From an optimization exercise on the open Yosys and OpenROAD flow, aimed at small area; shortcuts taken in it are not production practice. Function was checked by simulation only, so behaviour that the tests miss may differ from the original. Power figures rest on the tool's default switching activity, not on a simulated workload. The clock port is modelled as an ideal driver; clocking choices that lean on that would not hold on a real chip.

$ cat flow/config.mk
export PLATFORM = sky130hd
export DESIGN_NAME = data_memory
export DESIGN_NICKNAME = data_memory
export VERILOG_FILES = /design/flow/design.v
export SDC_FILE = /design/flow/constraint.sdc
export NUM_CORES = 4
export LEC_CHECK = 0
export CAP_MARGIN = 5
export CORE_MARGIN = 2
export CORE_UTILIZATION = 55
export SETUP_SLACK_MARGIN = 0.2
export SLEW_MARGIN = 5
$ cat flow/constraint.sdc
create_clock -name core_clock -period 7.5 [get_ports {clk}]
set_input_delay 1.5000 -clock core_clock [delete_from_list [all_inputs] [get_ports {clk}]]
set_output_delay 1.5000 -clock core_clock [all_outputs]
set_load 0.01 [all_outputs]
$ cat flow/design.v
module data_memory #(
  parameter int DEPTH = 64
) (
  input  logic        clk,
  input  logic        rst_n,
  input  logic        mwr,
  input  logic [31:0] addr,
  input  logic [31:0] wd,
  output logic [31:0] rd
);
  localparam int AW = $clog2(DEPTH);
  logic [DEPTH-1:0][31:0] mem;
  logic [DEPTH-1:0]       valid;
  logic                   in_range;
  logic [AW-1:0]          widx;
  logic [DEPTH-1:0]       dec;
  logic [DEPTH-1:0]       we;
  logic [DEPTH-1:0]       hold;
  logic [DEPTH-1:0]       rsel;
  assign in_range = (addr[31:AW+2] == '0);
  assign widx     = addr[AW+1:2];
  always_comb begin
    for (int i = 0; i < DEPTH; i++) begin
      dec[i]  = (widx == i[AW-1:0]);
      we[i]   = dec[i] && in_range && !mwr;
      hold[i] = !we[i] && valid[i];
      rsel[i] = dec[i] && in_range && valid[i];
    end
  end
  always_ff @(posedge clk or negedge rst_n) begin
    if (!rst_n) begin
      valid <= '0;
    end else begin
      valid <= valid | we;
    end
  end
  always_ff @(posedge clk) begin
    for (int i = 0; i < DEPTH; i++) begin
      mem[i] <= (wd & {32{we[i]}}) | (mem[i] & {32{hold[i]}});
    end
  end
  always_comb begin
    rd = '0;
    for (int i = 0; i < DEPTH; i++) begin
      rd = rd | (mem[i] & {32{rsel[i]}});
    end
  end
endmodule
$ cat flow/flow/run.sh
#!/bin/bash
# Layout of data_memory with a hand-built gate netlist around the standard
# synthesis's registers: standard synthesis, then flow/gen_netlist.py rewrites
# the logic between the registers (same register names and cell types), then
# the standard layout from floorplan to finish.
set -euo pipefail
R=orfs/results/${FLOW_PLATFORM}/data_memory/base
bash standard.sh synth > standard_synth.log 2>&1
cp "$R/1_2_yosys.v" standard_1_2_yosys.v
python3 flow/gen_netlist.py standard_1_2_yosys.v hand_netlist.v > gen_netlist.log 2>&1
cp hand_netlist.v "$R/1_2_yosys.v"
rm -f "$R/1_synth.odb" "$R/1_synth.sdc"
# Clock tree: no dummy loads, sink clusters of up to 30 on clkbuf_16.
export CTS_ARGS="-sink_clustering_enable -repair_clock_nets -dont_use_dummy_load -buf_list sky130_fd_sc_hd__clkbuf_16 -sink_clustering_size 30 -sink_clustering_max_diameter 80"
# Port buffers: the smallest buffer rather than the flow's default pick.
export BUFFER_PORTS_ARGS="-buffer_cell sky130_fd_sc_hd__buf_1"
bash standard.sh > standard_layout.log 2>&1
$ cat flow/flow/gen_netlist.py
#!/usr/bin/env python3
"""Writes the gate-level netlist of data_memory (64 x 32) with sky130hd cells.

usage: gen_netlist.py STANDARD_NETLIST OUT_NETLIST

The registers are those of the standard synthesis of rtl/data_memory.sv, with
the same instance names and cell types; the script checks that the standard
netlist holds exactly these and stops otherwise. The logic around them is
built here by hand:
  - in range: nor4 over addr[31:8], combined to two 'out of range' terms;
  - address decode: predecoded lines for addr[4:2] and addr[7:5] (the
    latter with the range and write terms folded in), one and2 per word for
    the write select and one and3 per word (with its valid bit) for the read
    select, in drive strength 2 as each drives 32 gates;
  - each data bit: a22o (write ? wd : hold & q) in front of its flip-flop;
  - each read bit: a22oi over two words at a time, then nand4, nor4, nand2.
"""
import re
import sys

W, B = 64, 32
C = "sky130_fd_sc_hd__"


def main():
    std, out = sys.argv[1], sys.argv[2]
    text = open(std).read()
    regs = {n: t for t, n in re.findall(r"\b" + C + r"(\w+)\s+\\(\S+)\s*\(", text)}
    regs = {n: t for n, t in regs.items() if "DFF" in n or t.startswith(("df", "edf", "sdf"))}
    want = {f"mem[{k}]$_DFF_P_": "dfxtp_1" for k in range(W * B)}
    want.update({f"valid[{i}]$_DFF_PN0_": "dfrtp_1" for i in range(W)})
    if regs != want:
        extra = sorted(set(regs.items()) - set(want.items()))[:5]
        missing = sorted(set(want.items()) - set(regs.items()))[:5]
        sys.exit(f"registers differ from the expected ones: extra {extra} missing {missing}")

    cells = []
    wires = []
    n = [0]

    def cell(typ, pins, name=None):
        n[0] += 1
        inst = name if name else f"g{n[0]}"
        conns = ", ".join(f".{p}({s})" for p, s in pins.items())
        cells.append(f"  {C}{typ} {inst} ({conns});")

    def wire(name):
        wires.append(name)
        return name

    # in range: r[g] = 1 when addr[8+4g +: 4] is all zero; oor0/oor1 = 1 when out of range
    r = []
    for g in range(6):
        s = wire(f"rz{g}")
        cell("nor4_1", dict(A=f"addr[{8+4*g}]", B=f"addr[{9+4*g}]", C=f"addr[{10+4*g}]",
                            D=f"addr[{11+4*g}]", Y=s))
        r.append(s)
    oor0, oor1 = wire("oor0"), wire("oor1")
    cell("nand3_1", dict(A=r[0], B=r[1], C=r[2], Y=oor0))
    cell("nand3_1", dict(A=r[3], B=r[4], C=r[5], Y=oor1))
    # wgo: in range and write; rgo: in range
    wgo, rgo = wire("wgo"), wire("rgo")
    cell("nor3_1", dict(A=oor0, B=oor1, C="mwr", Y=wgo))
    cell("nor2_1", dict(A=oor0, B=oor1, Y=rgo))
    # address bit complements
    an = {}
    for k in range(2, 8):
        an[k] = wire(f"an{k}")
        cell("inv_1", dict(A=f"addr[{k}]", Y=an[k]))

    def lit(k, v):
        return f"addr[{k}]" if v else an[k]

    # low predecode (active low): lon[j] = 0 when addr[4:2] == j
    lon = []
    for j in range(8):
        s = wire(f"lon{j}")
        cell("nand3_1", dict(A=lit(2, j & 1), B=lit(3, j >> 1 & 1), C=lit(4, j >> 2 & 1), Y=s))
        lon.append(s)
    # active-high predecodes
    lo_h = []
    for j in range(8):
        s = wire(f"lo{j}")
        cell("and3_1", dict(A=lit(2, j & 1), B=lit(3, j >> 1 & 1), C=lit(4, j >> 2 & 1), X=s))
        lo_h.append(s)
    hw_h, hr_h = [], []
    for j in range(8):
        s = wire(f"hw{j}")
        cell("and4_1", dict(A=lit(5, j & 1), B=lit(6, j >> 1 & 1), C=lit(7, j >> 2 & 1), D=wgo, X=s))
        hw_h.append(s)
        s = wire(f"hr{j}")
        cell("and4_1", dict(A=lit(5, j & 1), B=lit(6, j >> 1 & 1), C=lit(7, j >> 2 & 1), D=rgo, X=s))
        hr_h.append(s)
    # high predecode (active low) of the write term, for the hold terms
    hwn = []
    for j in range(8):
        s = wire(f"hwn{j}")
        cell("nand4_1", dict(A=lit(5, j & 1), B=lit(6, j >> 1 & 1), C=lit(7, j >> 2 & 1), D=wgo, Y=s))
        hwn.append(s)

    we, hold, rsel, vq = [], [], [], []
    for i in range(W):
        lo, hi = i % 8, i // 8
        q = wire(f"vq{i}")
        d = wire(f"vd{i}")
        cell("dfrtp_1", dict(CLK="clk", D=d, RESET_B="rst_n", Q=q), name=f"\\valid[{i}]$_DFF_PN0_ ")
        w = wire(f"we{i}")
        cell("and2_2", dict(A=lo_h[lo], B=hw_h[hi], X=w))
        cell("or2_1", dict(A=q, B=w, X=d))
        h = wire(f"hold{i}")
        cell("o21a_2", dict(A1=lon[lo], A2=hwn[hi], B1=q, X=h))
        rs = wire(f"rsel{i}")
        cell("and3_2", dict(A=lo_h[lo], B=hr_h[hi], C=q, X=rs))
        we.append(w); hold.append(h); rsel.append(rs); vq.append(q)

    # data bits
    mq = {}
    for i in range(W):
        for b in range(B):
            k = i * B + b
            q = wire(f"mq{i}_{b}")
            d = wire(f"md{i}_{b}")
            cell("dfxtp_1", dict(CLK="clk", D=d, Q=q), name=f"\\mem[{k}]$_DFF_P_ ")
            cell("a22o_1", dict(A1=we[i], A2=f"wd[{b}]", B1=hold[i], B2=q, X=d))
            mq[i, b] = q

    # read: a22oi over two words at a time, then nand4, nor4, nand2. (The
    # netlist is also simulated with Verilator: a222oi cells, three words at
    # a time, make its C++ build run for many minutes.)
    for b in range(B):
        low = []
        for g in range(32):
            s = wire(f"rn{b}_{g}")
            i = 2 * g
            cell("a22oi_1", dict(A1=rsel[i], A2=mq[i, b], B1=rsel[i+1], B2=mq[i+1, b], Y=s))
            low.append(s)
        hi = []
        for g in range(8):
            s = wire(f"ry{b}_{g}")
            cell("nand4_1", dict(A=low[4*g], B=low[4*g+1], C=low[4*g+2], D=low[4*g+3], Y=s))
            hi.append(s)
        z0, z1 = wire(f"rz{b}_0"), wire(f"rz{b}_1")
        cell("nor4_1", dict(A=hi[0], B=hi[1], C=hi[2], D=hi[3], Y=z0))
        cell("nor4_1", dict(A=hi[4], B=hi[5], C=hi[6], D=hi[7], Y=z1))
        cell("nand2_1", dict(A=z0, B=z1, Y=f"rd[{b}]"))

    with open(out, "w") as f:
        f.write("module data_memory(clk, rst_n, mwr, addr, wd, rd);\n")
        f.write("  input clk;\n  input rst_n;\n  input mwr;\n  input [31:0] addr;\n"
                "  input [31:0] wd;\n  output [31:0] rd;\n")
        for w_ in wires:
            f.write(f"  wire {w_};\n")
        f.write("\n".join(cells) + "\n")
        f.write("endmodule\n")


if __name__ == "__main__":
    main()
$ cat flow/standard.sh
#!/bin/bash
# synth_recipe.tcl (not shown) runs the flow's synth.tcl, then flattens the netlist and writes it again
# the make line also repeats each setting of config.mk as NAME=value (left out here)
make -C /OpenROAD-flow-scripts/flow DESIGN_CONFIG=/design/flow/config.mk WORK_HOME=/design/flow/orfs CLKGATE_MAP_FILE= SYNTH_SCRIPT=/design/flow/synth_recipe.tcl "${@:-finish}"
==> reports/results.txt, run 1 <==
Status: no timing/DRC/antenna violations
Clock latency (worst-skew pair): 760 ps
CP arrival: 5450 ps
CTS buffer count: 89
Period minus WS final: 6950 ps
Ratio of cells with drive above 1 in the final layout: 0.0683
Die Wd: 367 um
Core footprint: 131000 um^2
Global-route wire length before repair: 387000 um
Logic pwr share: 0.019
Hold Slack: 478 ps
# IOs: 99
Routed wire length: 266000 um
Final #Nets: 6193
Final Max Slew Viols: 0
Post-route DRC: 0
Switch Pwr: 3.77 mW
R2r worst-path depth: 2
Port bufs: 96
Reg power frac: 0.654
Synth Instances: 5848
Initial drt markers: 7324
Final Hold Violating Endpoints: 0
P_int: 13.4 mW
Routability Congestion: 0.922
Clk Tree Root Cell: clkbuf_16
Clock buffer depth: 3
Rel. slew slack: 0.0424
RR Endpoint: mem[1120]
Starting Density: 0.553
Most frequent cells in the layout: a22o_1 (2048), dfxtp_1 (2048), a22oi_1 (1024), nand4_1 (264), buf_4 (91)
Worst Hold Class: flip-flop to flip-flop
Switching portion of total power: 0.220
RSZ-0062 raised after global routing: no
Depth of the CTS H-tree: 3
Avg Inst Size Synth: 12.4 um^2
Min-delay src: mem[1466]
PD cells: 219 nW/um^2
Final setup viols: 0
Reg2Reg Setup Slack: 5950 ps
Max Clock Freq: 144 MHz
CTS sink cnt: 2112
Vias in the first global route: 56200
Clock network power share: 0.327
Total grt overflow: 0
Final Skew: 59.3 ps
Hold Path Stages: 1
Max-Cap Viols: 0
Antenna violations before repair: 11
# hold bufs at CTS: 0
Critical path launch point type: input port
Die height: 367 um
Detail Route Antenna Nets: 0
Via count: 58600
Peak supply drop: 0.000201 V
WL per Instance: 33.8 um
Post-layout util: 0.596
All-Layer GR Usage: 0.380
Final cell count without fillers: 7882
CP Max Fanout: 26
Drt via density: 7.43
Leak Pwr: 28.9 nW
Placed insts: 7790
Setup TNS: 0 ps
Hold EP: mem[1466]
Worst Tran Pin Value: 1420 ps
Worst Path Required: 6000 ps
# rows: 133
Mapped Nets: 5915
Setup crit end kind: output port
DP Wirelength: 143000 um
Ys Warns: 1
Reg-to-reg startpoint: valid[35]
Area grow syn2layout: 7.77%
Initial DRT Pass Iterations: 6
Crit Path Class: input port to output port
Mapped Area: 72600 um^2
Post-cts sizing count: 0
Die area: 135000 um^2
CTS clk-pin slew, worst paths: 70 ps
Post-CTS Setup Bufs: 0
TritonCTS clock tree: built
Tcrit/Tclk final: 0.926
Pin count of the biggest net entering global routing: 65
-- power by group through the flow --
stage	logic (mW)	registers (mW)	clock network (mW)
2_1_floorplan	0.0110	11.5	0
3_3_place_gp	0.306	11.5	0
3_5_place_dp	0.311	11.5	0
4_1_cts	0.311	11.2	5.65
5_1_grt	0.327	11.2	6.01
6_report	0.318	11.2	5.61
-- final cells by class --
cell class                      instances  area [um^2]
Multi-Input combinational cell       3730        30100
Fill cell                           10800        53000
Timing Repair Buffer                  187         1130
Clock buffer                           89         2230
Tap cell                             1755         2200
Sequential cell                      2112        42600
Inverter                                6         22.5
Antenna cell                            3         7.51
-- state kept, by name, indices dropped and copies added, names as in the netlist --
name   cells
mem     2048
valid     64
-- per-stage QoR --
step | worst slack (ps) | total power [mW] | area, um^2
2_1_floorplan | 2740 | 11.5 | 72600
3_3_place_gp | 839 | 11.8 | 76000
4_1_cts | 854 | 17.2 | 78300
3_5_place_dp | 862 | 11.8 | 76000
5_1_grt | 582 | 17.6 | 78300
6_report | 555 | 17.1 | 78300
-- layer usage --
| metal | routed length, um | up-vias | track usage |
|---|---|---|---|
| met4 | 19900 | 16 | 0.246 |
| met5 | 104 | - | 0 |
| met1 | 109000 | 29400 | 0.515 |
| met3 | 26100 | 566 | 0.0822 |
| met2 | 112000 | 3290 | 0.549 |
| li1 | - | 25200 | - |
-- how the worst max path moves through the flow --
stage,start,endpoint,slack [ps],cells past startpoint
floorplan,addr[12],rd[0],2740,9
detailed placement,addr[14],rd[16],860,13
finish,addr[17],rd[16],550,13
global placement,addr[14],rd[16],840,13
global route,addr[2],rd[4],580,10
CTS,addr[17],rd[16],850,13
-- critical path, cell delays in order --
cell,delay [ps]
buf_1,70
nor4_1,50
nand3_1,110
nor2_1,70
buf_4,210
and4_1,420
and3_2,580
buf_4,300
a22oi_1,180
nand4_1,370
nor4_2,1080
nand2_1,240
buf_1,220
==> run 2, diff against run 1 <==
--- a/flow/flow/run.sh
+++ b/flow/flow/run.sh
@@ -11,7 +11,7 @@
 cp hand_netlist.v "$R/1_2_yosys.v"
 rm -f "$R/1_synth.odb" "$R/1_synth.sdc"
 # Clock tree: no dummy loads, sink clusters of up to 30 on clkbuf_16.
-export CTS_ARGS="-sink_clustering_enable -repair_clock_nets -dont_use_dummy_load -buf_list sky130_fd_sc_hd__clkbuf_16 -sink_clustering_size 30 -sink_clustering_max_diameter 80"
+export CTS_ARGS="-sink_clustering_enable -repair_clock_nets -dont_use_dummy_load -buf_list sky130_fd_sc_hd__clkbuf_16 -sink_clustering_size 30 -sink_clustering_max_diameter 100"
 # Port buffers: the smallest buffer rather than the flow's default pick.
 export BUFFER_PORTS_ARGS="-buffer_cell sky130_fd_sc_hd__buf_1"
 bash standard.sh > standard_layout.log 2>&1
==> reports/results.txt, run 2 <==
Status: no timing/DRC/antenna violations
Setup crit end kind: output port
Synth Instances: 5848 (unchanged)
All-Layer GR Usage: 0.380 (about the same)
Number of fill cells in the layout: 10800 (+0.15%)
Avg Inst Size Synth: 12.4 um^2 (unchanged)
Post-route DRC: 0 (unchanged)
Leak Pwr: 28.8 nW (-0.38%)
Global-route wire length before repair: 387000 um (about the same)
Die area: 135000 um^2 (unchanged)
Vias in the first global route: 56200 (-0.014%)
Rel. slew slack: 0.0564 (+0.0140)
Routability Congestion: 0.922 (unchanged)
Initial drt markers: 7550 (+3.1%)
Die height: 367 um (unchanged)
Post-layout util: 0.594 (-0.00173)
Area after DPL: 76000 um^2 (unchanged)
Bufs and invs on worst path: 4 (unchanged)
Initial DRT Pass Iterations: 6 (unchanged)
Ys Warns: 1 (unchanged)
Reg with most FFs: mem
CP top delay family: simple AND/OR/NAND/NOR gates
Port bufs: 96 (unchanged)
Worst Path Required: 6000 ps (about the same)
Antenna violations before repair: 12 (+1)
Mapped Nets: 5915 (unchanged)
Post-cts sizing count: 0 (unchanged)
Routed wire length: 266000 um (about the same)
CTS sink cnt: 2112 (unchanged)
Tcrit/Tclk final: 0.923 (-0.00283)
Crit Path Class: input port to output port
Max Clock Freq: 144 MHz (+0.31%)
Final setup viols: 0 (unchanged)
Final Hold Violating Endpoints: 0 (unchanged)
CP max-delay cell: nor4_2
Final #Nets: 6184 (-0.15%)
TritonCTS clock tree: built
Core footprint: 131000 um^2 (unchanged)
Starting Density: 0.553 (unchanged)
Worst-path cell chain: buf_1 -> nor4_1 -> nand3_1 -> nor2_1 -> buf_4 -> and4_1 -> and3_2 -> buf_4 -> a22oi_1 -> nand4_1 -> nor4_2 -> nand2_1 -> buf_1
Placed insts: 7790 (unchanged)
Via count: 58800 (+0.41%)
Setup TNS: 0 ps (unchanged)
Pin count of the biggest net entering global routing: 65 (unchanged)
Period minus WS final: 6920 ps (-21.2 ps)
Depth of the CTS H-tree: 3 (unchanged)
CTS buffer count: 80 (-10%)
Clk Tree Root Cell: clkbuf_16
CP arrival: 5420 ps (-30 ps)
RSZ-0062 raised after global routing: no
FF+latch area: 42600 um^2 (unchanged)
Worst Hold Class: flip-flop to flip-flop
CTS clk-pin slew, worst paths: 50 ps (-20 ps)
Worst stage delay on the critical path: 1050 ps (-30 ps)
DP Wirelength: 143000 um (unchanged)
Critical path launch point type: input port
Clock latency (worst-skew pair): 730 ps (-30 ps)
CP Max Fanout: 26 (unchanged)
Post-CTS Setup Bufs: 0 (unchanged)
Drt via density: 7.47 (+0.54%)
Biggest regs: mem (2048), valid (64)
Max-Cap Viols: 0 (unchanged)
Worst Tran Pin Value: 1400 ps (-20.8 ps)
Final Skew: 60.1 ps (+0.765 ps)
Final Max Slew Viols: 0 (unchanged)
Clock buffer depth: 3 (unchanged)
Max reg flops: 2048 (unchanged)
Mapped Area: 72600 um^2 (unchanged)
Final cell count without fillers: 7872 (-0.13%)
PD cells: 217 nW/um^2 (-1.1%)
Ratio of cells with drive above 1 in the final layout: 0.0669 (-0.00137)
Most frequent cells in the layout: a22o_1 (2048), dfxtp_1 (2048), a22oi_1 (1024), nand4_1 (264), buf_4 (91)
Detail Route Antenna Nets: 0 (unchanged)
Total grt overflow: 0 (unchanged)
Area grow syn2layout: 7.45%
# IOs: 99 (unchanged)
WL per Instance: 33.8 um (+0.13%)
Peak supply drop: 0.000193 V (-3.7%)
# hold bufs at CTS: 0 (unchanged)
Cell area after layout: 78000 um^2 (-0.29%)
Die Wd: 367 um (unchanged)
# rows: 133 (unchanged)
Hold Slack: 476 ps (-1.31 ps)
Multi-input logic area: 30100 um^2 (unchanged)
-- run 2: layer usage --
layer  GRT usage  up-vias  part of all wire
met4       0.244       16             0.075
met1       0.513    29600              0.41
li1            -    25200                 -
met3      0.0866      571              0.10
met5           0        -           0.00039
met2       0.548     3346              0.42
-- run 2: layout make-up --
class                           instances  area share
Antenna cell                            2   0.0000641
Clock buffer                           80      0.0257
Inverter                                6    0.000289
Multi-Input combinational cell       3730       0.386
Sequential cell                      2112       0.546
Tap cell                             1755      0.0281
Timing Repair Buffer                  187      0.0145
-- run 2: metrics by stage --
step / power (mW) / setup slack, ps
finish: 16.9 / 576
detailed placement: 11.8 / 862
global placement: 11.8 / 839
floorplan: 11.5 / 2740
global route: 17.3 / 432
CTS: 16.9 / 854
-- run 2: report_power, final --
group / internal, mW / switching, mW
Combinational: 0.0227 / 0.295
Clock: 1.94 / 3.42
Sequential: 11.2 / 0.0000000176
-- run 2: worst reg2reg max path: cells and delay by family (launching register included) --
kind / cells / cell delay [ps]
AO/OA/AOI/OAI: 2 / 1050
flip-flops: 1 / 380
-- run 2: final timing paths --
check / from / endpoint / slack (ps) / cells after the start
worst max-delay path: addr[17] / rd[16] / 580 / 13
worst min-delay path: mem[1124] / mem[1124] / 480 / 1
worst max register to register: valid[34] / mem[1092] / 5940 / 2
worst min register to register: mem[1124] / mem[1124] / 480 / 1
max in group asynchronous: rst_n / valid[41] / 5860 / 2
min in group asynchronous: rst_n / valid[31] / 960 / 2
==> run 3, diff against run 2 <==
--- a/flow/flow/run.sh
+++ b/flow/flow/run.sh
@@ -11,7 +11,7 @@
 cp hand_netlist.v "$R/1_2_yosys.v"
 rm -f "$R/1_synth.odb" "$R/1_synth.sdc"
 # Clock tree: no dummy loads, sink clusters of up to 30 on clkbuf_16.
-export CTS_ARGS="-sink_clustering_enable -repair_clock_nets -dont_use_dummy_load -buf_list sky130_fd_sc_hd__clkbuf_16 -sink_clustering_size 30 -sink_clustering_max_diameter 100"
+export CTS_ARGS="-sink_clustering_enable -repair_clock_nets -dont_use_dummy_load -buf_list sky130_fd_sc_hd__clkbuf_16 -sink_clustering_size 30 -sink_clustering_max_diameter 80"
 # Port buffers: the smallest buffer rather than the flow's default pick.
 export BUFFER_PORTS_ARGS="-buffer_cell sky130_fd_sc_hd__buf_1"
 bash standard.sh > standard_layout.log 2>&1
--- a/flow/flow/gen_netlist.py
+++ b/flow/flow/gen_netlist.py
@@ -13,7 +13,7 @@
     the write select and one and3 per word (with its valid bit) for the read
     select, in drive strength 2 as each drives 32 gates;
   - each data bit: a22o (write ? wd : hold & q) in front of its flip-flop;
-  - each read bit: a22oi over two words at a time, then nand4, nor4, nand2.
+  - each read bit: a22oi over two words at a time, then nand4, nor2, nand4.
 """
 import re
 import sys
@@ -124,7 +124,7 @@
             cell("a22o_1", dict(A1=we[i], A2=f"wd[{b}]", B1=hold[i], B2=q, X=d))
             mq[i, b] = q
 
-    # read: a22oi over two words at a time, then nand4, nor4, nand2. (The
+    # read: a22oi over two words at a time, then nand4, nor2, nand4. (The
     # netlist is also simulated with Verilator: a222oi cells, three words at
     # a time, make its C++ build run for many minutes.)
     for b in range(B):
@@ -139,10 +139,12 @@
             s = wire(f"ry{b}_{g}")
             cell("nand4_1", dict(A=low[4*g], B=low[4*g+1], C=low[4*g+2], D=low[4*g+3], Y=s))
             hi.append(s)
-        z0, z1 = wire(f"rz{b}_0"), wire(f"rz{b}_1")
-        cell("nor4_1", dict(A=hi[0], B=hi[1], C=hi[2], D=hi[3], Y=z0))
-        cell("nor4_1", dict(A=hi[4], B=hi[5], C=hi[6], D=hi[7], Y=z1))
-        cell("nand2_1", dict(A=z0, B=z1, Y=f"rd[{b}]"))
+        z = []
+        for g in range(4):
+            s = wire(f"rz{b}_{g}")
+            cell("nor2_1", dict(A=hi[2*g], B=hi[2*g+1], Y=s))
+            z.append(s)
+        cell("nand4_1", dict(A=z[0], B=z[1], C=z[2], D=z[3], Y=f"rd[{b}]"))
 
     with open(out, "w") as f:
         f.write("module data_memory(clk, rst_n, mwr, addr, wd, rd);\n")
==> reports/results.txt, run 3 <==
CP top delay family: simple AND/OR/NAND/NOR gates
Antenna violations before repair: 16 (+4)
Status: no timing/DRC/antenna violations
Max reg flops: 2048 (unchanged)
DP Wirelength: 148000 um (+3.4%)
Worst Path Required: 6000 ps (about the same)
Final setup viols: 0 (unchanged)
Final Max Slew Viols: 0 (unchanged)
TritonCTS clock tree: built
Area after DPL: 76300 um^2 (+0.35%)
Max-Cap Viols: 0 (unchanged)
WL per Instance: 34.4 um (+1.6%)
Crit. Startpoint: addr[20]
Die area: 135000 um^2 (+0.22%)
Wl on met1: 115000 um (+5.9%)
All-Layer GR Usage: 0.389 (+0.00879)
Number of fill cells in the layout: 10700 (-0.63%)
Post-CTS Setup Bufs: 0 (unchanged)
# IOs: 99 (unchanged)
RSZ-0062 raised after global routing: no
Metal3 WL: 31200 um (+16%)
Post-route DRC: 0 (unchanged)
Pin count of the biggest net entering global routing: 65 (unchanged)
Initial drt markers: 8059 (+6.7%)
Leak Pwr: 29.0 nW (+0.69%)
Ratio of cells with drive above 1 in the final layout: 0.0698 (+0.00294)
Clock buffer depth: 3 (unchanged)
Biggest regs: mem (2048), valid (64)
CTS buffer count: 92 (+15%)
Core footprint: 131000 um^2 (+0.13%)
Routability Congestion: 0.875 (-5.1%)
Critical path launch point type: input port
Bufs and invs on worst path: 4 (unchanged)
Max Clock Freq: 145 MHz (+0.64%)
Detail Route Antenna Nets: 0 (unchanged)
Peak supply drop: 0.000184 V (-4.7%)
Levels on crit path: 13 (unchanged)
# hold bufs at CTS: 0 (unchanged)
PD cells: 220 nW/um^2 (+1.5%)
# rows: 133 (unchanged)
Mapped Nets: 5979 (+1.1%)
Via count: 59900 (+1.8%)
Multi-input logic area: 30200 um^2 (+0.30%)
Synth Instances: 5912 (+1.1%)
CP max-delay cell: and3_2
Starting Density: 0.554 (about the same)
Final Skew: 57.1 ps (-2.97 ps)
Ys Warns: 1 (unchanged)
CTS clk-pin slew, worst paths: 70 ps (+20 ps)
Clock latency (worst-skew pair): 760 ps (+30 ps)
Post-cts sizing count: 0 (unchanged)
Die height: 368 um (+0.11%)
Initial DRT Pass Iterations: 6 (unchanged)
Die Wd: 368 um (+0.11%)
Setup crit end kind: output port
CP Capture Point: rd[4]
CP Max Fanout: 32 (+23%)
Final Hold Violating Endpoints: 0 (unchanged)
Crit Path Class: input port to output port
Worst-path cell chain: buf_1 -> buf_4 -> nor4_1 -> nand3_1 -> nor2_1 -> buf_4 -> and4_1 -> and3_2 -> a22oi_1 -> nand4_1 -> nor2_1 -> nand4_1 -> buf_1
Most frequent cells in the layout: a22o_1 (2048), dfxtp_1 (2048), a22oi_1 (1024), nand4_1 (296), nor2_1 (129)
CTS sink cnt: 2112 (unchanged)
Cell area after layout: 78600 um^2 (+0.72%)
Port bufs: 96 (unchanged)
Reg2Reg Setup Slack: 5930 ps (about the same)
Tcrit/Tclk final: 0.917 (-0.00590)
Routed wire length: 274000 um (+2.9%)
Reg with most FFs: mem
Total grt overflow: 0 (unchanged)
Drt via density: 7.51 (+0.56%)
RR Endpoint: mem[1320]
Min-delay src: mem[1769]
Worst Tran Pin Value: 1260 ps (-143 ps)
FF+latch area: 42600 um^2 (unchanged)
Global-route wire length before repair: 397000 um (+2.4%)
Hold Slack: 474 ps (-2.61 ps)
Clk Tree Root Cell: clkbuf_16
Depth of the CTS H-tree: 3 (unchanged)
CP arrival: 5380 ps (-40 ps)
Worst stage delay on the critical path: 860 ps (-190 ps)
Met2 Routed Length: 115000 um (+3.1%)
Worst Hold Class: flip-flop to flip-flop
Period minus WS final: 6880 ps (-44.3 ps)
Post-layout util: 0.598 (+0.00354)
Setup TNS: 0 ps (unchanged)
Top Metal Used: met5
Reg-to-reg startpoint: valid[41]
Final #Nets: 6285 (+1.6%)
Vias in the first global route: 57000 (+1.4%)
Rel. slew slack: 0.157 (+0.101)
R2r worst-path depth: 2 (unchanged)
Mapped Area: 72800 um^2 (+0.22%)
Area grow syn2layout: 7.99%
Power Total: 17.3 mW (+2.2%)
Avg Inst Size Synth: 12.3 um^2 (-0.86%)
==> run 3: how the worst min path moves through the flow <==
stage                end  slack [ps]  cells past startpoint
2_1_floorplan  mem[1000]         440                      1
3_3_place_gp    mem[536]         460                      1
3_5_place_dp   mem[2033]         450                      1
4_1_cts        mem[1356]         480                      1
5_1_grt         mem[806]         490                      1
6_report       mem[1769]         470                      1
==> run 3: through the flow <==
| step | std cells | worst slack (ps) |
|---|---|---|
| 2_1_floorplan | 5912 | 2710 |
| 3_3_place_gp | 7879 | 838 |
| 3_5_place_dp | 7879 | 885 |
| 4_1_cts | 7971 | 879 |
| 5_1_grt | 7971 | 446 |
| 6_report | 7973 | 620 |
==> run 3: cell type report <==
class,count,share of cell area
Sequential cell,2112,0.542
Multi-Input combinational cell,3794,0.384
Clock buffer,92,0.0293
Tap cell,1755,0.0279
Timing Repair Buffer,212,0.0166
Inverter,6,0.000287
Antenna cell,2,0.0000637
==> run 3: per-layer routing <==
layer  global-route usage  vias up
met2                0.567     3489
met5                    0        -
li1                     -    25400
met4                0.173       24
met3               0.0993      538
met1                0.543    30400
==> run 3: power by group <==
group          switching [mW]  internal [mW]  total [mW]  leakage, nW
combinational           0.329         0.0269       0.356         10.5
sequential       0.0000000178           11.2        11.2         17.4
clock                    3.50           2.20        5.70         1.13
total                    3.82           13.4        17.3         29.0
==> run 4, diff against run 3 <==
--- a/flow/flow/gen_netlist.py
+++ b/flow/flow/gen_netlist.py
@@ -13,7 +13,7 @@
     the write select and one and3 per word (with its valid bit) for the read
     select, in drive strength 2 as each drives 32 gates;
   - each data bit: a22o (write ? wd : hold & q) in front of its flip-flop;
-  - each read bit: a22oi over two words at a time, then nand4, nor2, nand4.
+  - each read bit: a222oi over three words at a time, then nand4, nor3, nand2.
 """
 import re
 import sys
@@ -124,27 +124,30 @@
             cell("a22o_1", dict(A1=we[i], A2=f"wd[{b}]", B1=hold[i], B2=q, X=d))
             mq[i, b] = q
 
-    # read: a22oi over two words at a time, then nand4, nor2, nand4. (The
-    # netlist is also simulated with Verilator: a222oi cells, three words at
-    # a time, make its C++ build run for many minutes.)
+    # read
     for b in range(B):
         low = []
-        for g in range(32):
+        for g in range(21):
             s = wire(f"rn{b}_{g}")
-            i = 2 * g
-            cell("a22oi_1", dict(A1=rsel[i], A2=mq[i, b], B1=rsel[i+1], B2=mq[i+1, b], Y=s))
+            i = 3 * g
+            cell("a222oi_1", dict(A1=rsel[i], A2=mq[i, b], B1=rsel[i+1], B2=mq[i+1, b],
+                                  C1=rsel[i+2], C2=mq[i+2, b], Y=s))
             low.append(s)
+        s = wire(f"rn{b}_21")
+        cell("nand2_1", dict(A=rsel[63], B=mq[63, b], Y=s))
+        low.append(s)
         hi = []
-        for g in range(8):
+        for g in range(5):
             s = wire(f"ry{b}_{g}")
             cell("nand4_1", dict(A=low[4*g], B=low[4*g+1], C=low[4*g+2], D=low[4*g+3], Y=s))
             hi.append(s)
-        z = []
-        for g in range(4):
-            s = wire(f"rz{b}_{g}")
-            cell("nor2_1", dict(A=hi[2*g], B=hi[2*g+1], Y=s))
-            z.append(s)
-        cell("nand4_1", dict(A=z[0], B=z[1], C=z[2], D=z[3], Y=f"rd[{b}]"))
+        s = wire(f"ry{b}_5")
+        cell("nand2_1", dict(A=low[20], B=low[21], Y=s))
+        hi.append(s)
+        z0, z1 = wire(f"rz{b}_0"), wire(f"rz{b}_1")
+        cell("nor3_1", dict(A=hi[0], B=hi[1], C=hi[2], Y=z0))
+        cell("nor3_1", dict(A=hi[3], B=hi[4], C=hi[5], Y=z1))
+        cell("nand2_1", dict(A=z0, B=z1, Y=f"rd[{b}]"))
 
     with open(out, "w") as f:
         f.write("module data_memory(clk, rst_n, mwr, addr, wd, rd);\n")
==> reports/results.txt, run 4 <==
Critical path launch point type: input port
Biggest regs: mem (2048), valid (64)
Peak supply drop: 0.000192 V (+4.3%)
Max-Cap Viols: 0 (unchanged)
Placed insts: 7434 (-5.6%)
Worst Hold Class: flip-flop to flip-flop
Initial DRT Pass Iterations: 14 (+8)
Rel. slew slack: 0.211 (+0.0536)
Clk Tree Root Cell: clkbuf_16
Core footprint: 129000 um^2 (-1.9%)
Hold Path Stages: 1 (unchanged)
DP Wirelength: 148000 um (-0.37%)
Power Total: 17.2 mW (-0.66%)
Area grow syn2layout: 8.41%
Detail Route Antenna Nets: 0 (unchanged)
Max reg flops: 2048 (unchanged)
Die area: 132000 um^2 (-2.1%)
Final setup margin: 209 ps (-411 ps)
R2r worst-path depth: 2 (unchanged)
Synth Instances: 5464 (-7.6%)
CP Max Fanout: 32 (unchanged)
Ys Warns: 1 (unchanged)
TritonCTS clock tree: built
WL per Instance: 35.8 um (+4.1%)
RSZ-0062 raised after global routing: no
Die Wd: 364 um (-1.1%)
Routability Congestion: 0.918 (+4.8%)
Reg-to-reg startpoint: valid[15]
Final #Nets: 5851 (-6.9%)
Max Clock Freq: 137 MHz (-5.6%)
Depth of the CTS H-tree: 3 (unchanged)
Status: no timing/DRC/antenna violations
Post-route DRC: 0 (unchanged)
Min-delay src: mem[399]
Vias in the first global route: 54600 (-4.1%)
Mapped Area: 71200 um^2 (-2.1%)
CTS sink cnt: 2112 (unchanged)
Avg Inst Size Synth: 13.0 um^2 (+5.9%)
Final setup viols: 0 (unchanged)
Clock latency (worst-skew pair): 760 ps (about the same)
# hold bufs at CTS: 0 (unchanged)
Final Skew: 50.8 ps (-6.32 ps)
Setup TNS: 0 ps (unchanged)
Starting Density: 0.552 (-0.00148)
Most frequent cells in the layout: a22o_1 (2048), dfxtp_1 (2048), a222oi_1 (672), nand4_1 (168), buf_4 (126)
Hold EP: mem[399]
PD cells: 222 nW/um^2 (+1.1%)
Post-CTS Setup Bufs: 0 (unchanged)
Setup crit end kind: output port
Tcrit/Tclk final: 0.972 (+0.0548)
CTS clk-pin slew, worst paths: 80 ps (about the same)
Worst Path Required: 6000 ps (about the same)
Total grt overflow: 0 (unchanged)
Global-route wire length before repair: 387000 um (-2.5%)
# rows: 132 (-0.75%)
Final Max Slew Viols: 0 (unchanged)
# IOs: 99 (unchanged)
Routed wire length: 269000 um (-1.7%)
All-Layer GR Usage: 0.390 (+0.00108)
Initial drt markers: 11200 (+39%)
Clock buffer depth: 3 (unchanged)
Via count: 58800 (-1.8%)
Die height: 364 um (-1.1%)
Mapped Nets: 5531 (-7.5%)
Worst Tran Pin Value: 1180 ps (-76.9 ps)
CTS buffer count: 90 (-2.2%)
Final Hold Violating Endpoints: 0 (unchanged)
Period minus WS final: 7290 ps (+411 ps)
Ratio of cells with drive above 1 in the final layout: 0.0775 (+0.00766)
Port bufs: 96 (unchanged)
Final cell count without fillers: 7528 (-5.6%)
RR Endpoint: mem[508]
Crit Path Class: input port to output port
Reg with most FFs: mem
Reg2Reg Setup Slack: 5880 ps (-50 ps)
Pin count of the biggest net entering global routing: 65 (unchanged)
Post-cts sizing count: 0 (unchanged)
Drt via density: 7.81 (+4.0%)
CP arrival: 5790 ps (+410 ps)
Place WS: 590 ps (-295 ps)
Antenna violations before repair: 7 (-9)
Leak Pwr: 28.8 nW (-0.66%)
==> run 4: per-layer routing <==
layer | track usage | wire length, um
met5 | 0 | 21
met2 | 0.564 | 113000
met1 | 0.552 | 109000
met3 | 0.0957 | 33400
met4 | 0.170 | 13500
==> run 4: how the worst max path moves through the flow <==
stage	endpoint	slack [ps]	startpoint	cells after the start
3_3_place_gp	rd[26]	590	addr[7]	9
2_1_floorplan	rd[0]	2730	addr[12]	9
5_1_grt	rd[26]	340	addr[7]	9
3_5_place_dp	rd[26]	590	addr[7]	9
6_report	rd[26]	210	addr[7]	9
4_1_cts	rd[26]	580	addr[7]	9
==> run 4: critical path, cell delays in order <==
cell and delay, ps:
buf_1 310, inv_1 270, and4_1 400, and3_2 530, a222oi_1 900, nand4_1 350
nor3_1 870, nand2_1 410, buf_1 230
==> run 4: area by class of cell <==
cell class              count  area (um^2)
flip-flops and latches   2112        42600
diodes                      4         10.0
repair buffers            228         1540
inverters                   6         22.5
fillers                 10400        51800
clock buffers              90         2250
well taps                1742         2180
multi-input cells        3346        28600
==> run 4: power by group <==
group	leakage, nW	total, mW	internal (mW)	switching, mW
Combinational	10.3	0.316	0.0208	0.295
Sequential	17.4	11.2	11.2	0.0000000175
Clock	1.11	5.63	2.16	3.47
Total	28.8	17.2	13.4	3.76
==> run 4: stage by stage <==
step	area, um^2	utilization	hold WS (ps)
after CTS	77200	0.599	479
after floorplan	71200	-	442
after detailed placement	75000	0.581	454
after global placement	75000	0.581	455
final	77200	0.599	475
after global routing	77200	0.599	486
==> run 5, diff against run 4 <==
--- a/flow/flow/run.sh
+++ b/flow/flow/run.sh
@@ -12,6 +12,4 @@
 rm -f "$R/1_synth.odb" "$R/1_synth.sdc"
 # Clock tree: no dummy loads, sink clusters of up to 30 on clkbuf_16.
 export CTS_ARGS="-sink_clustering_enable -repair_clock_nets -dont_use_dummy_load -buf_list sky130_fd_sc_hd__clkbuf_16 -sink_clustering_size 30 -sink_clustering_max_diameter 80"
-# Port buffers: the smallest buffer rather than the flow's default pick.
-export BUFFER_PORTS_ARGS="-buffer_cell sky130_fd_sc_hd__buf_1"
 bash standard.sh > standard_layout.log 2>&1
--- a/flow/flow/gen_netlist.py
+++ b/flow/flow/gen_netlist.py
@@ -8,10 +8,9 @@
 netlist holds exactly these and stops otherwise. The logic around them is
 built here by hand:
   - in range: nor4 over addr[31:8], combined to two 'out of range' terms;
-  - address decode: predecoded lines for addr[4:2] and addr[7:5] (the
-    latter with the range and write terms folded in), one and2 per word for
-    the write select and one and3 per word (with its valid bit) for the read
-    select, in drive strength 2 as each drives 32 gates;
+  - address decode: 8 + 8 predecoded lines (addr[4:2] and addr[7:5] with
+    the range and write terms folded in), one nor2 per word for the write
+    select and one nor3b per word (with its valid bit) for the read select;
   - each data bit: a22o (write ? wd : hold & q) in front of its flip-flop;
   - each read bit: a222oi over three words at a time, then nand4, nor3, nand2.
 """
@@ -77,26 +76,15 @@
         s = wire(f"lon{j}")
         cell("nand3_1", dict(A=lit(2, j & 1), B=lit(3, j >> 1 & 1), C=lit(4, j >> 2 & 1), Y=s))
         lon.append(s)
-    # active-high predecodes
-    lo_h = []
-    for j in range(8):
-        s = wire(f"lo{j}")
-        cell("and3_1", dict(A=lit(2, j & 1), B=lit(3, j >> 1 & 1), C=lit(4, j >> 2 & 1), X=s))
-        lo_h.append(s)
-    hw_h, hr_h = [], []
-    for j in range(8):
-        s = wire(f"hw{j}")
-        cell("and4_1", dict(A=lit(5, j & 1), B=lit(6, j >> 1 & 1), C=lit(7, j >> 2 & 1), D=wgo, X=s))
-        hw_h.append(s)
-        s = wire(f"hr{j}")
-        cell("and4_1", dict(A=lit(5, j & 1), B=lit(6, j >> 1 & 1), C=lit(7, j >> 2 & 1), D=rgo, X=s))
-        hr_h.append(s)
-    # high predecode (active low) of the write term, for the hold terms
-    hwn = []
+    # high predecode (active low), with the write / read terms
+    hwn, hrn = [], []
     for j in range(8):
         s = wire(f"hwn{j}")
         cell("nand4_1", dict(A=lit(5, j & 1), B=lit(6, j >> 1 & 1), C=lit(7, j >> 2 & 1), D=wgo, Y=s))
         hwn.append(s)
+        s = wire(f"hrn{j}")
+        cell("nand4_1", dict(A=lit(5, j & 1), B=lit(6, j >> 1 & 1), C=lit(7, j >> 2 & 1), D=rgo, Y=s))
+        hrn.append(s)
 
     we, hold, rsel, vq = [], [], [], []
     for i in range(W):
@@ -105,12 +93,12 @@
         d = wire(f"vd{i}")
         cell("dfrtp_1", dict(CLK="clk", D=d, RESET_B="rst_n", Q=q), name=f"\\valid[{i}]$_DFF_PN0_ ")
         w = wire(f"we{i}")
-        cell("and2_2", dict(A=lo_h[lo], B=hw_h[hi], X=w))
+        cell("nor2_1", dict(A=lon[lo], B=hwn[hi], Y=w))
         cell("or2_1", dict(A=q, B=w, X=d))
         h = wire(f"hold{i}")
-        cell("o21a_2", dict(A1=lon[lo], A2=hwn[hi], B1=q, X=h))
+        cell("o21a_1", dict(A1=lon[lo], A2=hwn[hi], B1=q, X=h))
         rs = wire(f"rsel{i}")
-        cell("and3_2", dict(A=lo_h[lo], B=hr_h[hi], C=q, X=rs))
+        cell("nor3b_1", dict(A=lon[lo], B=hrn[hi], C_N=q, Y=rs))
         we.append(w); hold.append(h); rsel.append(rs); vq.append(q)
 
     # data bits
--- a/flow/config.mk
+++ b/flow/config.mk
@@ -5,8 +5,8 @@
 export SDC_FILE = /design/flow/constraint.sdc
 export NUM_CORES = 4
 export LEC_CHECK = 0
-export CAP_MARGIN = 5
+export CAP_MARGIN = 20
 export CORE_MARGIN = 2
 export CORE_UTILIZATION = 55
 export SETUP_SLACK_MARGIN = 0.2
-export SLEW_MARGIN = 5
+export SLEW_MARGIN = 20
==> reports/results.txt, run 5 <==
Clock latency (worst-skew pair): 740 ps (-20 ps)
CTS clk-pin slew, worst paths: 60 ps (-20 ps)
PD cells: 216 nW/um^2 (-3.0%)
Global-route wire length before repair: 380000 um (-1.7%)
Max Clock Freq: 141 MHz (+2.7%)
Tcrit/Tclk final: 0.946 (-0.0257)
Most used cell, CP: buf_4
Ratio of cells with drive above 1 in the final layout: 0.101 (+0.0230)
Drt via density: 7.70 (-1.5%)
Worst stage delay on the critical path: 800 ps (-100 ps)
Met2 Routed Length: 108000 um (-4.2%)
RSZ-0062 raised after global routing: no
Reg with most FFs: mem
Biggest regs: mem (2048), valid (64)
Most frequent cells in the layout: a22o_1 (2048), dfxtp_1 (2048), a222oi_1 (672), buf_4 (285), nand4_1 (176)
Reg-to-reg startpoint: valid[9]
Final setup viols: 0 (unchanged)
# IOs: 99 (unchanged)
Final #Nets: 6009 (+2.7%)
Final Skew: 72.7 ps (+21.9 ps)
Worst Path Required: 6000 ps (about the same)
Starting Density: 0.554 (+0.00204)
Final Max Slew Viols: 0 (unchanged)
Rel. slew slack: 0.279 (+0.0679)
Detail Route Antenna Nets: 0 (unchanged)
Worst Tran Pin Value: 1080 ps (-102 ps)
Initial DRT Pass Iterations: 13 (-1)
Metal3 WL: 32400 um (-3.1%)
P_int: 13.3 mW (-0.39%)
Min-delay src: mem[1702]
Post-route DRC: 0 (unchanged)
Clock network power share: 0.324 (-0.004)
Peak supply drop: 0.000192 V (about the same)
Leak Pwr: 29.3 nW (+1.6%)
CP max-delay cell: clkdlybuf4s50_1
Mapped Area: 70800 um^2 (-0.65%)
R2r worst-path depth: 3 (+1)
CTS buffer count: 87 (-3.3%)
Hold EP: mem[1702]
Via count: 58500 (-0.53%)
TritonCTS clock tree: built
RR Endpoint: mem[304]
Switch Pwr: 3.73 mW (-0.89%)
Worst-path cell chain: clkdlybuf4s50_1 -> inv_1 -> nand4_1 -> buf_4 -> buf_4 -> nor3b_2 -> buf_12 -> a222oi_1 -> nand4_1 -> nor3_1 -> buf_4 -> nand2_1 -> buf_4 -> clkdlybuf4s50_1
Max reg flops: 2048 (unchanged)
Pin count of the biggest net entering global routing: 65 (unchanged)
# rows: 131 (-0.76%)
Antenna violations before repair: 8 (+1)
Port bufs: 96 (unchanged)
Avg Inst Size Synth: 13.0 um^2 (-0.35%)
Routability Congestion: 0.876 (-4.5%)
Number of fill cells in the layout: 10200 (-1.7%)
All-Layer GR Usage: 0.382 (-0.00795)
WL per Instance: 34.4 um (-3.9%)
Switching portion of total power: 0.218 (-0.000859)
Total grt overflow: 0 (unchanged)
Reg power frac: 0.657 (+0.003)
Max-Cap Viols: 0 (unchanged)
Die height: 363 um (-0.32%)
Hold Path Stages: 1 (unchanged)
# hold bufs at CTS: 0 (unchanged)
Die area: 132000 um^2 (-0.64%)
Clk Tree Root Cell: clkbuf_16
Mapped Nets: 5515 (-0.29%)
CP Max Fanout: 32 (unchanged)
Depth of the CTS H-tree: 3 (unchanged)
Period minus WS final: 7100 ps (-192 ps)
Top Metal Used: met5
Core footprint: 128000 um^2 (-1.0%)
Setup crit end kind: output port
Area grow syn2layout: 11.9%
Wl on met1: 106000 um (-3.1%)
Critical path launch point type: input port
Synth Instances: 5448 (-0.29%)
Vias in the first global route: 55800 (+2.2%)
CTS sink cnt: 2112 (unchanged)
Initial drt markers: 10000 (-11%)
Reg2Reg Setup Slack: 5740 ps (-140 ps)
Status: no timing/DRC/antenna violations
Logic pwr share: 0.019 (about the same)
Power Total: 17.1 mW (-0.50%)
Routed wire length: 261000 um (-2.9%)
Ys Warns: 1 (unchanged)
Die Wd: 363 um (-0.32%)
DP Wirelength: 139000 um (-5.8%)
CP arrival: 5600 ps (-190 ps)
Crit Path Class: input port to output port
Setup TNS: 0 ps (unchanged)
Final Hold Violating Endpoints: 0 (unchanged)
Worst Hold Class: flip-flop to flip-flop
Clock buffer depth: 3 (unchanged)
run 5: cell types whose count changed in the layout (fill, tap and decap cells not counted), moves of 63 or more:
cell | before | now
buf_1 | 63 | 0
buf_4 | 126 | 285
and2_2 | 64 | 0
nor3b_2 | 0 | 63
clkdlybuf4s50_1 | 0 | 63
and3_2 | 64 | 0
nor2_2 | 0 | 64
run 5: metrics by stage:
stage | cell area [um^2] | std cells | utilization | hold WS (ps) | setup WS, ps
finish | 79200 | 7604 | 0.620 | 476 | 402
detailed placement | 76900 | 7510 | 0.603 | 454 | 245
CTS | 79100 | 7597 | 0.620 | 478 | 241
floorplan | 70800 | 5448 | - | 442 | 1130
global route | 79200 | 7603 | 0.620 | 484 | 249
global placement | 76900 | 7510 | 0.603 | 455 | -44.9
run 5: worst max path at each step:
stage / cells after the start / start / endpoint / slack (ps)
after floorplan: 9 / addr[12] / rd[0] / 1130
after global placement: 14 / addr[8] / rd[6] / -40
after detailed placement: 16 / addr[8] / rd[6] / 240
after CTS: 16 / addr[8] / rd[6] / 240
after global routing: 15 / addr[13] / rd[25] / 250
final: 14 / addr[7] / rd[6] / 400
run 5: metal layers:
layer / vias up / global-route usage
met3: 503 / 0.105
met5: - / 0
met1: 29300 / 0.527
li1: 24800 / -
met2: 3889 / 0.551
met4: 10 / 0.190
run 5: repair_timing:
item / 4_1_cts / 5_1_grt
gates resized for setup: 0 / 2
buffers inserted: 0 / 4
setup endpoints to repair: 0 / 32
hold endpoints to repair: 0 / 0
run 5: cell type report:
cell class | count | area [um^2] | share of cell area
Tap cell | 1662 | 2080 | 0.0263
Antenna cell | 2 | 5.00 | 0.0000632
Inverter | 6 | 22.5 | 0.000284
Clock buffer | 87 | 2180 | 0.0275
Multi-Input combinational cell | 3330 | 28700 | 0.363
Timing Repair Buffer | 405 | 3590 | 0.0454
Sequential cell | 2112 | 42600 | 0.538
run 5: critical path, delay by kind of cell:
family	cells	cell delay (ps)
buf+inv	8	2480
simple gates	5	1100
compound gates	1	470
run 5: power by group through the flow:
| stage | clock, mW | combinational [mW] | sequential [mW] |
|---|---|---|---|
| 6_report | 5.53 | 0.331 | 11.2 |
| 5_1_grt | 5.96 | 0.339 | 11.2 |
| 4_1_cts | 5.58 | 0.319 | 11.2 |
| 3_5_place_dp | 0 | 0.319 | 11.5 |
| 3_3_place_gp | 0 | 0.315 | 11.5 |
| 2_1_floorplan | 0 | 0.0114 | 11.5 |
==> run 6, diff against run 5 <==
--- a/flow/flow/run.sh
+++ b/flow/flow/run.sh
@@ -12,4 +12,6 @@
 rm -f "$R/1_synth.odb" "$R/1_synth.sdc"
 # Clock tree: no dummy loads, sink clusters of up to 30 on clkbuf_16.
 export CTS_ARGS="-sink_clustering_enable -repair_clock_nets -dont_use_dummy_load -buf_list sky130_fd_sc_hd__clkbuf_16 -sink_clustering_size 30 -sink_clustering_max_diameter 80"
+# Port buffers: the smallest buffer rather than the flow's default pick.
+export BUFFER_PORTS_ARGS="-buffer_cell sky130_fd_sc_hd__buf_1"
 bash standard.sh > standard_layout.log 2>&1
--- a/flow/config.mk
+++ b/flow/config.mk
@@ -5,8 +5,8 @@
 export SDC_FILE = /design/flow/constraint.sdc
 export NUM_CORES = 4
 export LEC_CHECK = 0
-export CAP_MARGIN = 20
+export CAP_MARGIN = 5
 export CORE_MARGIN = 2
 export CORE_UTILIZATION = 55
 export SETUP_SLACK_MARGIN = 0.2
-export SLEW_MARGIN = 20
+export SLEW_MARGIN = 5
==> reports/results.txt, run 6 <==
Status: no timing/DRC/antenna violations
Reg-to-reg startpoint: valid[9]
Area grow syn2layout: 10.3%
Period minus WS final: 7000 ps (-102 ps)
Biggest regs: mem (2048), valid (64)
RSZ-0062 raised after global routing: no
Vias in the first global route: 55400 (-0.71%)
Levels on crit path: 11 (-3)
Antenna violations before repair: 6 (-2)
Worst-path cell chain: buf_1 -> inv_1 -> nand4_1 -> nor3b_2 -> buf_12 -> a222oi_1 -> nand4_1 -> nor3_1 -> buf_4 -> nand2_1 -> buf_1
Max reg flops: 2048 (unchanged)
Bufs and invs on worst path: 5 (-3)
# IOs: 99 (unchanged)
CP max-delay cell: a222oi_1
Final Skew: 56.8 ps (-15.9 ps)
Critical path launch point type: input port
Routability Congestion: 0.859 (-1.9%)
Rel. slew slack: 0.247 (-0.0318)
Top Metal Used: met5
Reg2Reg Setup Slack: 5810 ps (+70 ps)
Setup crit end kind: output port
Avg Inst Size Synth: 13.0 um^2 (unchanged)
CP Capture Point: rd[1]
CP top delay family: simple AND/OR/NAND/NOR gates
Worst stage delay on the critical path: 830 ps (+30 ps)
CP arrival: 5500 ps (-100 ps)
# rows: 131 (unchanged)
Depth of the CTS H-tree: 3 (unchanged)
All-Layer GR Usage: 0.381 (-0.00115)
Global-route wire length before repair: 378000 um (-0.42%)
Setup TNS: 0 ps (unchanged)
Final Max Slew Viols: 0 (unchanged)
Post-route DRC: 0 (unchanged)
Die Wd: 363 um (unchanged)
Mapped Nets: 5515 (unchanged)
Worst Path Required: 6000 ps (about the same)
Tcrit/Tclk final: 0.933 (-0.0136)
Drt via density: 7.79 (+1.2%)
Via count: 58800 (+0.51%)
Mapped Area: 70800 um^2 (unchanged)
Crit Path Class: input port to output port
RR Endpoint: mem[307]
Final #Nets: 5955 (-0.90%)
Final setup viols: 0 (unchanged)
Synth Instances: 5448 (unchanged)
Port bufs: 96 (unchanged)
Cell area after layout: 78100 um^2 (-1.4%)
Worst Tran Pin Value: 1120 ps (+42.8 ps)
Starting Density: 0.554 (unchanged)
Detail Route Antenna Nets: 0 (unchanged)
DP Wirelength: 137000 um (-1.4%)
Post-layout util: 0.611 (-0.00888)
CTS clk-pin slew, worst paths: 70 ps (about the same)
R2r worst-path depth: 3 (unchanged)
Ys Warns: 1 (unchanged)
Die area: 132000 um^2 (unchanged)
Post-cts sizing count: 0 (unchanged)
Clock latency (worst-skew pair): 750 ps (about the same)
Pin count of the biggest net entering global routing: 65 (unchanged)
Max Clock Freq: 143 MHz (+1.5%)
Leak Pwr: 28.8 nW (-1.7%)
Initial drt markers: 10200 (+2.3%)
Crit. Startpoint: addr[7]
CTS buffer count: 89 (+2.3%)
Worst Hold Class: flip-flop to flip-flop
PD cells: 219 nW/um^2 (+1.8%)
Total grt overflow: 0 (unchanged)
Final Hold Violating Endpoints: 0 (unchanged)
Most frequent cells in the layout: a22o_1 (2048), dfxtp_1 (2048), a222oi_1 (672), buf_4 (246), nand4_1 (176)
Wl on met1: 106000 um (about the same)
Routed wire length: 262000 um (+0.15%)
Clk Tree Root Cell: clkbuf_16
Post-CTS Setup Bufs: 0 (unchanged)
WL per Instance: 34.7 um (+0.85%)
Clock buffer depth: 3 (unchanged)
Max-Cap Viols: 0 (unchanged)
Reg with most FFs: mem
TritonCTS clock tree: built
Metal3 WL: 33200 um (+2.6%)
Core footprint: 128000 um^2 (unchanged)
# hold bufs at CTS: 0 (unchanged)
Ratio of cells with drive above 1 in the final layout: 0.0917 (-0.00876)
Die height: 363 um (unchanged)
Area after DPL: 75800 um^2 (-1.5%)
Met2 Routed Length: 108000 um (about the same)
CTS sink cnt: 2112 (unchanged)
CP Max Fanout: 32 (unchanged)
Peak supply drop: 0.000184 V (-4.0%)
Hold Slack: 472 ps (-3.33 ps)
Initial DRT Pass Iterations: 11 (-2)
[run 6: worst min-delay path by stage]
| stage | startpoint | to | slack (ps) | cells after the start |
|---|---|---|---|---|
| finish | mem[1350] | mem[1350] | 470 | 1 |
| CTS | mem[1465] | mem[1465] | 480 | 1 |
| floorplan | mem[0] | mem[0] | 440 | 1 |
| global route | mem[1519] | mem[1519] | 490 | 1 |
| detailed placement | mem[1638] | mem[1638] | 450 | 1 |
| global placement | mem[1062] | mem[1062] | 450 | 1 |
[run 6: cell type report]
class / instances / area (um^2)
fillers: 10200 / 49600
flip-flops and latches: 2112 / 42600
multi-input cells: 3330 / 28700
repair buffers: 349 / 2420
clock buffers: 89 / 2230
well taps: 1662 / 2080
inverters: 6 / 22.5
diodes: 3 / 7.51
[run 6: metrics by stage]
step	power (mW)	instances	worst slack, ps
6_report	17.1	7551	504
3_5_place_dp	11.8	7459	779
5_1_grt	17.6	7548	555
3_3_place_gp	11.8	7459	855
4_1_cts	17.2	7548	765
2_1_floorplan	11.5	5448	1130
[run 6: where the power goes]
part	leakage, nW	switching (mW)	internal [mW]	total [mW]
Clock	1.10	3.46	2.14	5.60
Combinational	10.3	0.294	0.0239	0.318
Sequential	17.4	0.0000000176	11.2	11.2
[run 6: routing by layer]
metal,GRT usage,vias to the layer above
li1,-,24700
met3,0.104,504
met4,0.196,8
met2,0.543,3961
met1,0.528,29600
met5,0,-

separate check: timing with driven ports:
Ports are ideal in the flow. The routed layouts listed here were re-timed in OpenROAD.
Step 1 assumes that a clkbuf_16 drives the clock port and a buf_2 every other input.
Step 2 times the ports against the registers' clock, not the clock port: input delays grow and output delays shrink by t, the midpoint of the rising clock arrivals with the driver on.
Three values: no drivers, after step 1, after step 2; two values: the first two.
run	shift t [ns]	setup WS [ns]	worst hold slack (ns)	worst slew at a driven data input, ns
run 1	0.818	0.555 / 0.493 / 0.493	0.478 / 0.478 / 0.478	0.21
run 2	0.787	0.576 / 0.546 / 0.546	0.476 / 0.476 / 0.476	0.21
run 3	0.810	0.620 / 0.535 / 0.535	0.474 / 0.474 / 0.474	0.21
run 4	0.815	0.209 / 0.178 / 0.178	0.475 / 0.475 / 0.475	0.19
run 5	0.792	0.402 / 0.377 / 0.377	0.476 / 0.476 / 0.476	0.19
run 6	0.801	0.504 / 0.480 / 0.480	0.472 / 0.472 / 0.472	0.18
After both steps every run listed still meets setup and hold. The setup slack of run 3, which loses most, moves by -0.085 ns with the drivers and by -0.085 ns with both steps.
